Background: an optimization exercise with open tools, aiming at a short achievable clock period and few clock cycles per item. Do not read the settings as production practice.
The RTL was checked by simulation tests, not by an equivalence proof against the original design.
The clock port is modelled as an ideal driver, which makes a skipped or thinned clock tree look cheaper than it is; a real chip needs a root buffer or a tree.
Power and IR drop assume default switching activity.

==> module mbqc_ctrl, before the edit <==
module mbqc_ctrl (
  input  logic                             clk,
  input  logic                             rst_n,
  input  logic                             in_tvalid,
  output logic                             in_tready,
  input  logic [mbqc_pkg::IN_TDATA_W-1:0]  in_tdata,
  input  logic                             in_tlast,
  output logic                             item_valid,
  output logic [mbqc_pkg::TRAIN_W-1:0]     item_num,
  output logic [4*mbqc_pkg::TRAIN_W-1:0]   item_cmp,   
  output logic                             item_last,
  input  logic                             res_valid,
  input  logic [mbqc_pkg::RES_W-1:0]       res,
  output logic                             out_valid,
  input  logic                             out_tready,
  output logic [mbqc_pkg::RES_W-1:0]       out_res
);
  localparam int DEPTH = 8;
  localparam int PW    = 3;
  logic                         ready_r;
  logic                         item_valid_r;
  logic [mbqc_pkg::TRAIN_W-1:0] item_num_r;
  logic [mbqc_pkg::TRAIN_W-1:0] item_inv_r;
  logic [mbqc_pkg::TRAIN_W-1:0] item_clr_r;
  logic [mbqc_pkg::TRAIN_W-1:0] item_clr_inv_r;
  logic                         item_last_r;
  logic [mbqc_pkg::RES_W-1:0]   slot_r [DEPTH];
  logic [PW:0]                  rd_r;
  logic [PW:0]                  wr_r;
  logic [PW:0]                  cnt_r;              
  logic [PW:0]                  occ_r;              
  logic                         out_valid_r;
  logic [mbqc_pkg::RES_W-1:0]   out_res_r;
  logic                         take;
  logic                         pop;
  logic [PW-1:0]                rd_nxt;
  logic [PW:0]                  occ_up;
  logic [PW:0]                  occ_dn;
  logic [PW:0]                  cnt_up;
  logic [PW:0]                  cnt_dn;
  logic [mbqc_pkg::RES_W-1:0]   head_hold;
  logic [mbqc_pkg::RES_W-1:0]   head_pop;
  logic                         valid_hold;
  logic                         valid_pop;
  always_comb begin
    take       = rst_n && in_tvalid && ready_r;
    pop        = (cnt_r != '0) && out_tready;
    rd_nxt     = rd_r[PW-1:0] + PW'(1);
    occ_up     = occ_r + (PW+1)'(1);
    occ_dn     = occ_r - (PW+1)'(1);
    cnt_up     = cnt_r + (PW+1)'(1);
    cnt_dn     = cnt_r - (PW+1)'(1);
    head_hold  = (cnt_r != '0) ? slot_r[rd_r[PW-1:0]] : res;
    valid_hold = (cnt_r != '0) || res_valid;
    head_pop   = (cnt_r > (PW+1)'(1)) ? slot_r[rd_nxt] : res;
    valid_pop  = (cnt_r > (PW+1)'(1)) || res_valid;
  end
  always_ff @(posedge clk) begin
    item_num_r  <= in_tdata[mbqc_pkg::TRAIN_W-1:0];
    item_inv_r  <= ~in_tdata[mbqc_pkg::TRAIN_W-1:0];
    if (!rst_n) begin
      item_clr_r     <= '0;
      item_clr_inv_r <= '1;
    end else begin
      item_clr_r     <= in_tdata[mbqc_pkg::TRAIN_W-1:0];
      item_clr_inv_r <= ~in_tdata[mbqc_pkg::TRAIN_W-1:0];
    end
    item_last_r <= in_tlast;
    if (res_valid) begin
      slot_r[wr_r[PW-1:0]] <= res;
    end
    out_res_r <= pop ? head_pop : head_hold;
    if (!rst_n) begin
      ready_r      <= 1'b1;
      item_valid_r <= 1'b0;
      rd_r         <= '0;
      wr_r         <= '0;
      occ_r        <= '0;
      cnt_r        <= '0;
      out_valid_r  <= 1'b0;
    end else begin
      item_valid_r <= take;
      if (res_valid) wr_r <= wr_r + (PW+1)'(1);
      if (pop) rd_r <= rd_r + (PW+1)'(1);
      out_valid_r  <= pop ? valid_pop : valid_hold;
      case ({take, pop})
        2'b10:   occ_r <= occ_up;
        2'b01:   occ_r <= occ_dn;
        default: occ_r <= occ_r;
      endcase
      case ({res_valid, pop})
        2'b10:   cnt_r <= cnt_up;
        2'b01:   cnt_r <= cnt_dn;
        default: cnt_r <= cnt_r;
      endcase
      ready_r      <= occ_r <= (PW+1)'(DEPTH - 2);
    end
  end
  assign in_tready  = ready_r;
  assign item_valid = item_valid_r;
  assign item_num   = item_num_r;
  assign item_cmp   = {~item_clr_inv_r, item_clr_r, ~item_inv_r, item_num_r};
  assign item_last  = item_last_r;
  assign out_valid  = out_valid_r;
  assign out_res    = out_res_r;
endmodule
export LEC_CHECK = 0
export ABC_CLOCK_PERIOD_IN_PS = 2000
export CAP_MARGIN = 20
export CORE_MARGIN = 2
export CORE_UTILIZATION = 60
export SETUP_SLACK_MARGIN = 4.5
export SLEW_MARGIN = 20
create_clock -name core_clock -period 6.5 [get_ports {clk}]
standard.sh (not shown) runs the stock make flow with config.mk's settings and CLKGATE_MAP_FILE= SYNTH_SCRIPT=/design/flow/synth_recipe.tcl, a recipe that flattens the netlist after the stock synthesis.
==> flow/flow/run.sh <==
#!/bin/bash
# The standard layout (standard.sh), except for the clock tree: flow/mktree.tcl, sourced by
# ORFS's CTS step as its PRE_CTS_TCL hook, builds a balanced two-level buffer tree in place of
# TritonCTS's three-level tree: the clock port drives four quadrant buffers (buf_16), each
# drives sixteen leaf buffers (clkbuf_16, one for each strip of its quadrant), each drives the
# flip-flops of its strip. It also moves the flip-flops that drive output ports next to their
# port buffers.
set -euo pipefail
export PRE_CTS_TCL="$PWD/flow/mktree.tcl"
bash standard.sh > flow_make.log 2>&1
Other scripts of this flow, unchanged in this note and not shown: flow/flow/mktree.tcl
Testbench counts at the start, summed over its fixed seeds: cycles 12,040, items 12,000.
Then changed:
--- a/flow/design.v
+++ b/flow/design.v
@@ -42,29 +42,34 @@
   logic [PW:0]                  cnt_r;              
   logic [PW:0]                  occ_r;              
+  logic                         pop_r;              
   logic                         out_valid_r;
   logic [mbqc_pkg::RES_W-1:0]   out_res_r;
   logic                         take;
-  logic                         pop;
+  logic                         held;               
+  logic                         held2;              
   logic [PW-1:0]                rd_nxt;
-  logic [PW:0]                  occ_up;
-  logic [PW:0]                  occ_dn;
-  logic [PW:0]                  cnt_up;
-  logic [PW:0]                  cnt_dn;
   logic [mbqc_pkg::RES_W-1:0]   head_hold;
   logic [mbqc_pkg::RES_W-1:0]   head_pop;
   logic                         valid_hold;
   logic                         valid_pop;
+  logic [mbqc_pkg::RES_W-1:0]   res_rdy;
+  logic                         valid_rdy;
+  logic [PW:0]                  cnt_keep;
+  logic [PW:0]                  cnt_rdy;
+  logic [PW:0]                  rd_rdy;
   always_comb begin
     take       = rst_n && in_tvalid && ready_r;
-    pop        = (cnt_r != '0) && out_tready;
+    held       = cnt_r != '0;
+    held2      = cnt_r > (PW+1)'(1);
     rd_nxt     = rd_r[PW-1:0] + PW'(1);
-    occ_up     = occ_r + (PW+1)'(1);
-    occ_dn     = occ_r - (PW+1)'(1);
-    cnt_up     = cnt_r + (PW+1)'(1);
-    cnt_dn     = cnt_r - (PW+1)'(1);
-    head_hold  = (cnt_r != '0) ? slot_r[rd_r[PW-1:0]] : res;
-    valid_hold = (cnt_r != '0) || res_valid;
-    head_pop   = (cnt_r > (PW+1)'(1)) ? slot_r[rd_nxt] : res;
-    valid_pop  = (cnt_r > (PW+1)'(1)) || res_valid;
+    head_hold  = held ? slot_r[rd_r[PW-1:0]] : res;
+    valid_hold = held || res_valid;
+    head_pop   = held2 ? slot_r[rd_nxt] : res;
+    valid_pop  = held2 || res_valid;
+    res_rdy    = held ? head_pop : head_hold;
+    valid_rdy  = held ? valid_pop : valid_hold;
+    cnt_keep   = cnt_r + (PW+1)'(res_valid);
+    cnt_rdy    = held ? cnt_keep - (PW+1)'(1) : cnt_keep;
+    rd_rdy     = held ? rd_r + (PW+1)'(1) : rd_r;
   end
   always_ff @(posedge clk) begin
@@ -82,5 +87,5 @@
       slot_r[wr_r[PW-1:0]] <= res;
     end
-    out_res_r <= pop ? head_pop : head_hold;
+    out_res_r <= out_tready ? res_rdy : head_hold;
     if (!rst_n) begin
       ready_r      <= 1'b1;
@@ -90,21 +95,15 @@
       occ_r        <= '0;
       cnt_r        <= '0;
+      pop_r        <= 1'b0;
       out_valid_r  <= 1'b0;
     end else begin
       item_valid_r <= take;
       if (res_valid) wr_r <= wr_r + (PW+1)'(1);
-      if (pop) rd_r <= rd_r + (PW+1)'(1);
-      out_valid_r  <= pop ? valid_pop : valid_hold;
-      case ({take, pop})
-        2'b10:   occ_r <= occ_up;
-        2'b01:   occ_r <= occ_dn;
-        default: occ_r <= occ_r;
-      endcase
-      case ({res_valid, pop})
-        2'b10:   cnt_r <= cnt_up;
-        2'b01:   cnt_r <= cnt_dn;
-        default: cnt_r <= cnt_r;
-      endcase
-      ready_r      <= occ_r <= (PW+1)'(DEPTH - 2);
+      rd_r         <= out_tready ? rd_rdy : rd_r;
+      cnt_r        <= out_tready ? cnt_rdy : cnt_keep;
+      out_valid_r  <= out_tready ? valid_rdy : valid_hold;
+      pop_r        <= out_tready && held;
+      occ_r        <= occ_r + (PW+1)'(item_valid_r) - (PW+1)'(pop_r);
+      ready_r      <= occ_r + (PW+1)'(item_valid_r) <= (PW+1)'(DEPTH - 2);
     end
   end
Result:
- The changed run finished with timing, DRC and antenna clean
- worst setup slack is better by 0.15 ns
- cell area falls slightly
- via count falls slightly
- worst hold slack hardly moves
- sequential share of layout area rises by 0.42 points
- total power falls slightly
- global-route usage falls by 0.60 points
- fmax rises by a few percent
- register-to-register slack is better by 0.16 ns
- routed wire length falls by a few percent
- final cell count falls slightly
- clock power barely changes
- die area barely changes
- clock skew rises by 0.0041 ns
Testbench counts after the change, summed over its fixed seeds: cycles 12,040, items 12,000.
No run of this note takes its clock network from TritonCTS; it comes from the design's own scripts or RTL.

re-timing with driven ports:
In the flow no input, the clock included, has a driving cell. The finished layouts below were timed again as built, in two steps.
Step 1: set_driving_cell puts a clkbuf_16 on clk and a buf_2 on each other input, an assumption about the parent block.
Step 2 times the ports against the registers' clock, not the clock port: input delays grow and output delays shrink by t, the midpoint of the rising clock arrivals with the driver on.
Three values: ideal, step 1, step 2; two values: the first two.
run	t, ns	setup WS [ns]	slew at the worst register clock pin (ns)
the first run	0.599	4.169 / 4.148 / 3.682	0.12 / 0.12
the second run	0.609	4.315 / 4.140 / 4.067	0.11 / 0.11
After both steps setup and hold are still met in every run listed. For the first run, which loses most, drivers alone change the setup slack by -0.021 ns; drivers and shift together by -0.487 ns.
